This design comes from an exercise in tuning for small area, a short achievable clock period and few clock cycles per item on the open sky130 flow, not from production work.
At most, simulation tests tie the RTL to the original design; equivalence was not proved.
No functional check of the RTL was part of run 1.

## flow/design.v (module list and top-level ports; edited modules follow where they fit)
// module idct_1d_serial: 2579 lines
module idct_1d_serial #(
    parameter int OFFSET = 0
) (
    input  logic        clk,
    input  logic        rst,
    input  logic [95:0] coef_in,
    input  logic        in_valid,
    output logic        in_ready,
    output logic [63:0] pix_out,
    output logic        out_valid,
    input  logic        out_ready
);
  // ...
==> flow/flow/run.sh <==
#!/bin/bash
# Standard ORFS layout with one extra step between synthesis and floorplan:
# fixinv.py cancels the inverters that Yosys's adder extraction leaves between full-adder
# cells (a full adder is self-dual, so flipping its polarity is a pure rewiring).
# Every tool's output goes to a log file of its own in the work folder.
set -euo pipefail
WORK=$(pwd)
RES=$WORK/orfs/results/${FLOW_PLATFORM}/idct_1d_serial/base
EXTRA=()
if [[ -f flow/margin.txt ]]; then
  EXTRA+=("SETUP_SLACK_MARGIN=$(cat flow/margin.txt)")
fi
bash standard.sh ${EXTRA[@]+"${EXTRA[@]}"} "$RES/1_2_yosys.v" > "$WORK/synth.log" 2>&1
cp "$RES/1_2_yosys.v" "$WORK/1_2_yosys.orig.v"
python3 flow/fixinv.py "$WORK/1_2_yosys.orig.v" "$RES/1_2_yosys.v" > "$WORK/fixinv.log" 2>&1
bash standard.sh ${EXTRA[@]+"${EXTRA[@]}"} finish > "$WORK/layout.log" 2>&1
==> flow/flow/fixinv.py <==
#!/usr/bin/env python3
"""Cancel inverters around full-adder cells in a Yosys gate netlist.

A full adder is self-dual: FA(~a,~b,~c) = (~sum, ~cout).  Yosys's extract_fa picks
polarities cell by cell, which leaves inverters between adders.  This pass flips adders
(connects the complements of their inputs and complements their outputs) whenever that
lowers the number of inverters, then writes the netlist back.  The logic is unchanged.
usage: fixinv.py in.v out.v
"""
import re
import sys

OUTPINS = {'X', 'Y', 'Q', 'Q_N', 'SUM', 'COUT', 'HI', 'LO'}
INV = 'sky130_fd_sc_hd__inv_1'


def is_inv(t):
    return re.fullmatch(r'sky130_fd_sc_hd__(clk)?inv_\d+', t) is not None


def is_fa(t):
    return re.fullmatch(r'sky130_fd_sc_hd__fa_\d+', t) is not None


def main(src, dst):
    text = open(src).read()
    m = re.search(r'^(module .*?;\n)(.*?)^endmodule', text, re.S | re.M)
    head_mod, body = m.group(1), m.group(2)
    pre, post = text[:m.start()], text[m.end():]
    cell_re = re.compile(r'^  (sky130_fd_sc_hd__\w+) (\S+) \((.*?)\);\n', re.S | re.M)
    decls = []
    cells = {}
    order = []
    pos = 0
    for cm in cell_re.finditer(body):
        decls.append(body[pos:cm.start()])
        pos = cm.end()
        typ, name, pins = cm.group(1), cm.group(2), cm.group(3)
        pm = {}
        for p, n in re.findall(r'\.(\w+)\(((?:[^()])*)\)', pins):
            pm[p] = n.strip()
        cells[name] = [typ, pm]
        order.append(name)
    rest = body[pos:]
    if rest.strip():
        # assigns or other statements: keep them, but treat their nets as fixed
        pass
    declstr = ''.join(decls)
    outports = set()
    for om in re.finditer(r'^\s*output\s+(\[(\d+):(\d+)\]\s+)?(\S+?)\s*;', head_mod + declstr, re.M):
        if om.group(1):
            hi, lo = int(om.group(2)), int(om.group(3))
            for i in range(min(hi, lo), max(hi, lo) + 1):
                outports.add(f"{om.group(4)}[{i}]")
        else:
            outports.add(om.group(4))
    fixed = set(re.findall(r'[\\\w$\[\]\.]+', rest)) if rest.strip() else set()

    drv = {}
    loads = {}

    def add_load(n, c, p):
        loads.setdefault(n, set()).add((c, p))

    for c in order:
        typ, pm = cells[c]
        for p, n in pm.items():
            if p in OUTPINS:
                drv[n] = (c, p)
            else:
                add_load(n, c, p)
    for n in outports:
        add_load(n, '$PORT', n)

    cnt = [0]

    def newnet():
        cnt[0] += 1
        return f"_fixinv_{cnt[0]}_"

    def newinv(a):
        cnt[0] += 1
        c = f"_fixinvc_{cnt[0]}_"
        y = newnet()
        cells[c] = [INV, {'A': a, 'Y': y}]
        order.append(c)
        drv[y] = (c, 'Y')
        add_load(a, c, 'A')
        return c, y

    def inv_driver(n):
        d = drv.get(n)
        if d and d[0] in cells and is_inv(cells[d[0]][0]):
            return d[0]
        return None

    def inv_load(n):
        for c, p in loads.get(n, ()):
            if c != '$PORT' and c in cells and is_inv(cells[c][0]):
                return c
        return None

    def connect(c, p, n):
        old = cells[c][1][p]
        loads[old].discard((c, p))
        cells[c][1][p] = n
        add_load(n, c, p)

    def remove_cell(c):
        typ, pm = cells.pop(c)
        for p, n in pm.items():
            if p in OUTPINS:
                drv.pop(n, None)
            else:
                loads[n].discard((c, p))

    def gain(f):
        """inverters saved by flipping f (estimate)"""
        typ, pm = cells[f]
        g = 0
        for p in ('A', 'B', 'CIN'):
            n = pm[p]
            I = inv_driver(n)
            if I is not None:
                if len(loads[n]) == 1 and cells[I][1]['Y'] not in outports:
                    g += 1
            elif inv_load(n) is None:
                g -= 1
        for p in ('SUM', 'COUT'):
            o = pm[p]
            ls = loads.get(o, set())
            invs = [c for c, q in ls if c != '$PORT' and is_inv(cells[c][0])
                    and cells[c][1]['Y'] not in outports and cells[c][1]['Y'] not in fixed]
            others = len(ls) - len(invs)
            g += len(invs)
            if others:
                g -= 1
        return g

    def flip(f):
        typ, pm = cells[f]
        for p in ('A', 'B', 'CIN'):
            n = pm[p]
            I = inv_driver(n)
            if I is not None:
                connect(f, p, cells[I][1]['A'])
                if not loads[n] and n not in outports:
                    remove_cell(I)
            else:
                J = inv_load(n)
                y = cells[J][1]['Y'] if J else newinv(n)[1]
                connect(f, p, y)
        for p in ('SUM', 'COUT'):
            o = pm[p]
            o2 = newnet()
            drv.pop(o, None)
            cells[f][1][p] = o2
            drv[o2] = (f, p)
            ls = list(loads.get(o, set()))
            for c, q in ls:
                if c != '$PORT' and is_inv(cells[c][0]):
                    y = cells[c][1]['Y']
                    if y in outports or y in fixed:
                        continue
                    for c2, q2 in list(loads.get(y, set())):
                        connect(c2, q2, o2)
                    remove_cell(c)
            if loads.get(o):
                # remaining loads need the old polarity: o = ~o2
                cnt[0] += 1
                c = f"_fixinvc_{cnt[0]}_"
                cells[c] = [INV, {'A': o2, 'Y': o}]
                order.append(c)
                drv[o] = (c, 'Y')
                add_load(o2, c, 'A')

    def ninv():
        return sum(1 for c in cells if is_inv(cells[c][0]))

    before = ninv()
    fas = [c for c in order if is_fa(cells[c][0])]
    for it in range(20):
        changed = 0
        for f in fas:
            if gain(f) > 0:
                k0 = ninv()
                flip(f)
                changed += 1
        if not changed:
            break
    # merge inverters that share an input
    byin = {}
    for c in list(order):
        if c in cells and is_inv(cells[c][0]):
            a, y = cells[c][1]['A'], cells[c][1]['Y']
            if y in outports or y in fixed:
                continue
            if a in byin:
                keep = byin[a]
                ky = cells[keep][1]['Y']
                for c2, q2 in list(loads.get(y, set())):
                    connect(c2, q2, ky)
                remove_cell(c)
            else:
                byin[a] = c
    # drop inverters with no loads
    for c in list(order):
        if c in cells and is_inv(cells[c][0]):
            y = cells[c][1]['Y']
            if not loads.get(y) and y not in outports and y not in fixed:
                remove_cell(c)
    after = ninv()
    print(f"fixinv: inverters {before} -> {after}", file=sys.stderr)

    newnets = set()
    for c in order:
        if c in cells:
            for n in cells[c][1].values():
                if n.startswith('_fixinv_'):
                    newnets.add(n)
    out = [pre, head_mod, declstr]
    for n in sorted(newnets):
        out.append(f"  wire {n};\n")
    for c in order:
        if c not in cells:
            continue
        typ, pm = cells[c]
        pins = ',\n'.join(f"    .{p}({n}{' ' if n.startswith(chr(92)) else ''})" for p, n in pm.items())
        out.append(f"  {typ} {c} (\n{pins}\n  );\n")
    out.append(rest)
    out.append('endmodule')
    out.append(post)
    open(dst, 'w').write(''.join(out))


if __name__ == '__main__':
    main(sys.argv[1], sys.argv[2])
==> flow/flow/margin.txt <==
6.2
==> flow/standard.sh <==
#!/bin/bash
# synth_recipe.tcl (not shown) runs the flow's synth.tcl, then flattens the netlist and writes it again
# the make line also repeats each setting of config.mk as NAME=value (left out here)
make -C /OpenROAD-flow-scripts/flow DESIGN_CONFIG=/design/flow/config.mk WORK_HOME=/design/flow/orfs CLKGATE_MAP_FILE= SYNTH_SCRIPT=/design/flow/synth_recipe.tcl "${@:-finish}"
==> flow/config.mk <==
export PLATFORM = sky130hd
export DESIGN_NAME = idct_1d_serial
export DESIGN_NICKNAME = idct_1d_serial
export VERILOG_FILES = /design/flow/design.v
export SDC_FILE = /design/flow/constraint.sdc
export NUM_CORES = 4
export LEC_CHECK = 0
export ABC_CLOCK_PERIOD_IN_PS = 3000
export CAP_MARGIN = 20
export CORE_MARGIN = 2
export CORE_UTILIZATION = 40
export SLEW_MARGIN = 20
==> flow/constraint.sdc <==
create_clock -name core_clock -period 11.0 [get_ports {clk}]
set_input_delay 2.2000 -clock core_clock [delete_from_list [all_inputs] [get_ports {clk}]]
set_output_delay 2.2000 -clock core_clock [all_outputs]
set_load 0.01 [all_outputs]
==> flow_metrics.tcl, run 1 <==
set metrics [dict create \
    fillers 8576 \
    critPathTopFamily "compound AO/OA/AOI/OAI gates" \
    status "finished clean" \
    layout_common_cells "524 x fa_1, 444 x ha_1, 422 x inv_1, 281 x edfxtp_1, 253 x buf_4" \
    crit_top_cell "buf_4" \
    die_w_um 311 \
    min_delay_path_depth 1 \
    clk_path_buf_depth 3 \
    routed_wl_um 111000 \
    post-route-util_pct 48.8 \
    maxCapViolCount 0 \
    critPathLaunch "eo1_q[0]$_DFFE_PP_" \
    reg2reg_depth 14 \
    clock_cell_area_share_pct 2.40 \
    rows 112 \
    crit_chain "inv_2 -> fa_2 -> nor2b_1 -> o21ai_1 -> a21o_1 -> a211oi_2 -> a2111oi_2 -> or3b_4 -> a2111oi_4 -> buf_4 -> buf_4 -> a21oi_2 -> buf_2" \
    buffers 447 \
    cp.required_ns 8.80 \
    crit_slowest_cell "or3b_4" \
    multi_input_area_mm2 0.0290 \
    nClkBuffers 41 \
    wl_per_cell_um 21.2 \
    detailroute.via_count 27600 \
    worst-r2r-setup-slack_ns 6.23 \
    fmax_ghz 0.174 \
    holdWs_ns 0.471 \
    taps 1254 \
    crit_end "pix_out[9]" \
    r2r_end "eo2_q[12]$_DFFE_PP_" \
    root_buffer "clkbuf_16" \
    num-nonclk-inverters 463 \
    tightest_slew_ns 1.16 \
    stdcell_count 5229 \
    synthesis.area_mm2 0.0378 \
    placed_cells 4890 \
    rsz0062_at_grt "yes" \
    drt_first_iter_violations 1876 \
]
==> inputs of run 2 (changes only) <==
--- a/flow/design.v
+++ b/flow/design.v
@@ -13,25 +13,28 @@
     function automatic logic [7:0] offset_pixel(input logic signed [13:0] y);
         logic signed [15:0] t;
         t = 16'(y) + 16'(OFFSET);
         if (t < 0) offset_pixel = 8'd0;
         else if (t > 255) offset_pixel = 8'd255;
         else offset_pixel = t[7:0];
     endfunction
     logic [1:0] v_q;
+    logic ov_q;
     logic en;
-    assign en        = !v_q[1] || out_ready;
+    assign en        = !ov_q || out_ready;
     assign in_ready  = en;
-    assign out_valid = v_q[1];
+    assign out_valid = ov_q;
     always_ff @(posedge clk or posedge rst) begin
         if (rst) begin
-            v_q <= '0;
+            v_q  <= '0;
+            ov_q <= 1'b0;
         end else if (en) begin
-            v_q <= {v_q, in_valid};
+            v_q  <= {v_q, in_valid};
+            ov_q <= v_q[1];
         end
     end
     logic [12:0] s04_1;
     logic hs2;
     logic hc3;
     logic hs4;
     logic hc5;
     logic hs6;
@@ -2570,10 +2573,12 @@
     assign pix1_1248 = (OFFSET == 0) ? (ah1241[14] ? 8'd0 : ((ah1241[9] | ah1241[10] | ah1241[11] | ah1241[12] | ah1241[13]) ? 8'd255 : {ah1241[8], ah1241[7], ah1241[6], ah1241[5], ah1241[4], ah1241[3], ah1241[2], ah1241[1]})) : offset_pixel({ah1241[14], ah1241[13], ah1241[12], ah1241[11], ah1241[10], ah1241[9], ah1241[8], ah1241[7], ah1241[6], ah1241[5], ah1241[4], ah1241[3], ah1241[2], ah1241[1]});
     assign pix2_1249 = (OFFSET == 0) ? (ah1243[14] ? 8'd0 : ((ah1243[9] | ah1243[10] | ah1243[11] | ah1243[12] | ah1243[13]) ? 8'd255 : {ah1243[8], ah1243[7], ah1243[6], ah1243[5], ah1243[4], ah1243[3], ah1243[2], ah1243[1]})) : offset_pixel({ah1243[14], ah1243[13], ah1243[12], ah1243[11], ah1243[10], ah1243[9], ah1243[8], ah1243[7], ah1243[6], ah1243[5], ah1243[4], ah1243[3], ah1243[2], ah1243[1]});
     assign pix3_1250 = (OFFSET == 0) ? (ah1245[14] ? 8'd0 : ((ah1245[9] | ah1245[10] | ah1245[11] | ah1245[12] | ah1245[13]) ? 8'd255 : {ah1245[8], ah1245[7], ah1245[6], ah1245[5], ah1245[4], ah1245[3], ah1245[2], ah1245[1]})) : offset_pixel({ah1245[14], ah1245[13], ah1245[12], ah1245[11], ah1245[10], ah1245[9], ah1245[8], ah1245[7], ah1245[6], ah1245[5], ah1245[4], ah1245[3], ah1245[2], ah1245[1]});
     assign pix4_1251 = (OFFSET == 0) ? (ah1246[14] ? 8'd0 : ((ah1246[9] | ah1246[10] | ah1246[11] | ah1246[12] | ah1246[13]) ? 8'd255 : {ah1246[8], ah1246[7], ah1246[6], ah1246[5], ah1246[4], ah1246[3], ah1246[2], ah1246[1]})) : offset_pixel({ah1246[14], ah1246[13], ah1246[12], ah1246[11], ah1246[10], ah1246[9], ah1246[8], ah1246[7], ah1246[6], ah1246[5], ah1246[4], ah1246[3], ah1246[2], ah1246[1]});
     assign pix5_1252 = (OFFSET == 0) ? (ah1244[14] ? 8'd0 : ((ah1244[9] | ah1244[10] | ah1244[11] | ah1244[12] | ah1244[13]) ? 8'd255 : {ah1244[8], ah1244[7], ah1244[6], ah1244[5], ah1244[4], ah1244[3], ah1244[2], ah1244[1]})) : offset_pixel({ah1244[14], ah1244[13], ah1244[12], ah1244[11], ah1244[10], ah1244[9], ah1244[8], ah1244[7], ah1244[6], ah1244[5], ah1244[4], ah1244[3], ah1244[2], ah1244[1]});
     assign pix6_1253 = (OFFSET == 0) ? (ah1242[14] ? 8'd0 : ((ah1242[9] | ah1242[10] | ah1242[11] | ah1242[12] | ah1242[13]) ? 8'd255 : {ah1242[8], ah1242[7], ah1242[6], ah1242[5], ah1242[4], ah1242[3], ah1242[2], ah1242[1]})) : offset_pixel({ah1242[14], ah1242[13], ah1242[12], ah1242[11], ah1242[10], ah1242[9], ah1242[8], ah1242[7], ah1242[6], ah1242[5], ah1242[4], ah1242[3], ah1242[2], ah1242[1]});
     assign pix7_1254 = (OFFSET == 0) ? (ah1240[14] ? 8'd0 : ((ah1240[9] | ah1240[10] | ah1240[11] | ah1240[12] | ah1240[13]) ? 8'd255 : {ah1240[8], ah1240[7], ah1240[6], ah1240[5], ah1240[4], ah1240[3], ah1240[2], ah1240[1]})) : offset_pixel({ah1240[14], ah1240[13], ah1240[12], ah1240[11], ah1240[10], ah1240[9], ah1240[8], ah1240[7], ah1240[6], ah1240[5], ah1240[4], ah1240[3], ah1240[2], ah1240[1]});
     assign pix = {pix0_1247, pix1_1248, pix2_1249, pix3_1250, pix4_1251, pix5_1252, pix6_1253, pix7_1254};
-    assign pix_out = pix;
+    logic [63:0] pix_q;
+    always_ff @(posedge clk) if (en) pix_q <= pix;
+    assign pix_out = pix_q;
 endmodule
==> flow_metrics.tcl, run 2 <==
set metrics [dict create \
    critPathMaxFanout 2 \
    cts_tree "done" \
    yosysWarningCount 1 \
    setup_viol 0 \
    crit_buf_inv 2 \
    cts_sinks 348 \
    root_buffer "clkbuf_16" \
    layout_worst_path_cycle_share_pct 44.6 \
    fillers 8862 \
    firstDrtPassIters 5 \
    drc 0 \
    endpoint_kind "primary output" \
    holdWs_ns 0.468 \
    avgSynthCellArea_um2 11.3 \
    hpwl_um 85300 \
    grt_pass1_vias 27200 \
    drv_slew 0 \
    die_y_um 316 \
    synthesis.area_mm2 0.0390 \
    initial_core_util_pct 40.3 \
    cp.required_ns 8.80 \
    worstSetupPathType "in2out" \
    finalHoldViolations 0 \
    slowest_delay_ns 0.21 \
    cp.depth 3 \
    rsz0062_at_grt "yes" \
    drt_first_iter_violations 1604 \
    rows 114 \
    largest_reg_flops 64 \
    grt_max_degree 77 \
    fin_setup_tns_ns 0 \
    grt_usage_pct 21.4 \
    tightest_slew_ns 1.06 \
    fin_skew_ns 0.0494 \
    antenna_found_initial 2 \
    holdBufCountCts 0 \
    min_delay_path_depth 1 \
    ant_nets 0 \
    syn_nets 4581 \
    crit_chain "buf_12 -> nand2b_4 -> buf_6" \
    busiest_layer "met2" \
    clock_latency_ns 0.61 \
    regMostFlops "pix_q" \
    place_congestion 0.929 \
    reg2reg_depth 15 \
    synthCells 3468 \
    clk_path_buf_depth 3 \
    area.growth.synth_to_final_pct 16.5 \
    max-slew-margin-rel_pct 28.6 \
    die_area_mm2 0.100 \
    routed_via_density 5.21 \
    detailroute.via_count 26600 \
    critPathTopFamily "buffers and inverters" \
    layout_common_cells "528 x fa_1, 462 x ha_1, 432 x inv_1, 345 x edfxtp_1, 236 x a21oi_1" \
    grt_util_met3_pct 4.50 \
    numCtsBuffers 44 \
    fin_crit_ns 4.91 \
    drive_gt1_share_pct 9.98 \
    maxCapViolCount 0 \
    wl_per_cell_um 20.5 \
    cts_max_level 2 \
    status "finished clean" \
    final_common_cell "fa_1" \
    fmax_ghz 0.204 \
    grtUsageMet1_pct 29.2 \
    fp.coreArea_mm2 0.0967 \
    grt_pass1_wl_um 162000 \
    layout.nets 4919 \
    grt_overflow_total 0 \
    clk_pin_slew_ns 0.06 \
    use_met2_pct 34.9 \
    hp-class "reg2reg" \
    routed_wl_um 105000 \
    antenna_cells 0 \
    io_buffers 165 \
    crit_slowest_cell "nand2b_4" \
    die_w_um 316 \
    ios 166 \
    arrival_ns 2.71 \
    critPathLaunchType "input pin" \
]
run 2: cell types whose count changed in the layout (fill, tap and decap cells not counted), moves of 37 or more:
cell | before | now
clkdlybuf4s50_1 | 98 | 161
buf_4 | 253 | 149
buf_2 | 49 | 0
buf_6 | 43 | 6
edfxtp_1 | 281 | 345
a21oi_1 | 168 | 236
run 2: final timing paths:
| kind | end | start | slack [ns] |
|---|---|---|---|
| max | in_ready | out_ready | 6.09 |
| min reg2reg | ov_q$_DFFE_PP0P_ | v_q[1]$_DFFE_PP0P_ | 0.47 |
| min | ov_q$_DFFE_PP0P_ | v_q[1]$_DFFE_PP0P_ | 0.47 |
| max reg2reg | eo1_q[11]$_DFFE_PP_ | x6_q[0]$_DFFE_PP_ | 6.19 |
| min in group asynchronous | ov_q$_DFFE_PP0P_ | rst | 1.77 |
| max in group asynchronous | v_q[1]$_DFFE_PP0P_ | rst | 9.10 |
run 2: per-stage QoR:
step                std cells  worst slack [ns]  area [um2]  utilization [%]
finish                   5115              6.09       45500             47.0
global route             5115              6.05       45500             47.0
CTS                      5050              6.04       44600             46.1
detailed placement       4885              4.59       42200             43.6
global placement         4885              4.62       42200             43.6
floorplan                3468              4.17       39000                -
run 2: routing by layer:
metal	routed length [um]	share of wire (%)	vias to the layer above
li1	-	-	12700
met1	46700	44	13100
met2	49100	47	648
met3	6800	6.5	151
met4	2490	2.4	4
met5	22	0.021	-
run 2: worst register-to-register path, cell delays in order, from the launching register on:
cell and delay (ns):
edfxtp_1 0.58, clkinvlp_4 0.24, fa_1 0.50, fa_1 0.51
fa_1 0.42, fa_1 0.53, ha_4 0.21, o21a_1 0.11
o21a_1 0.22, o41a_1 0.17, o2111a_2 0.31, nor3_2 0.18
o21bai_2 0.11, a211oi_2 0.25, a21oi_2 0.09, xor2_1 0.14
run 2: area by class of cell:
type / instances / area (um2) / share of cell area (%)
flip-flops and latches: 348 / 10400 / 23.0
clock buffers: 48 / 1120 / 2.45
clock inverters: 31 / 373 / 0.820
multi-input cells: 2628 / 27300 / 60.0
well taps: 1276 / 1600 / 3.51
repair buffers: 320 / 2860 / 6.30
inverters: 464 / 1780 / 3.92
run 2: repair_timing:
action / in CTS / in global routing
setup endpoints to repair: 128 / 121
gates resized for setup: 71 / 99
gates cloned: 2 / 0
buffers inserted: 84 / 65
pin swaps: 17 / 42
Testbench counts of run 2, summed over its fixed seeds: cycles 1,624, items 1,600.

static timing again, ports no longer ideal:
How much do the figures lean on ideal ports? The routed layouts below were timed once more, with nothing changed but the port constraints.
Step 1 sets driving cells, clkbuf_16 on the clock port and buf_2 on the other inputs (assumed; they add their load-dependent delay and slew).
Step 2 also shifts input and output timing later by t, the mid clock arrival at the registers, as if the neighbouring blocks saw the same clock.
Three values: no drivers, after step 1, after step 2; two values: the first two.
run | t (ns) | setup WS [ns] | worst setup path at the end
run 1 | 0.619 | 5.269 / 5.205 / 5.784 | input to register
run 2 | 0.647 | 6.089 / 6.044 / 5.711 | input to register
After both steps every run listed still meets setup and hold. For run 2, which loses most, drivers alone change the setup slack by -0.045 ns; drivers and shift together by -0.378 ns.
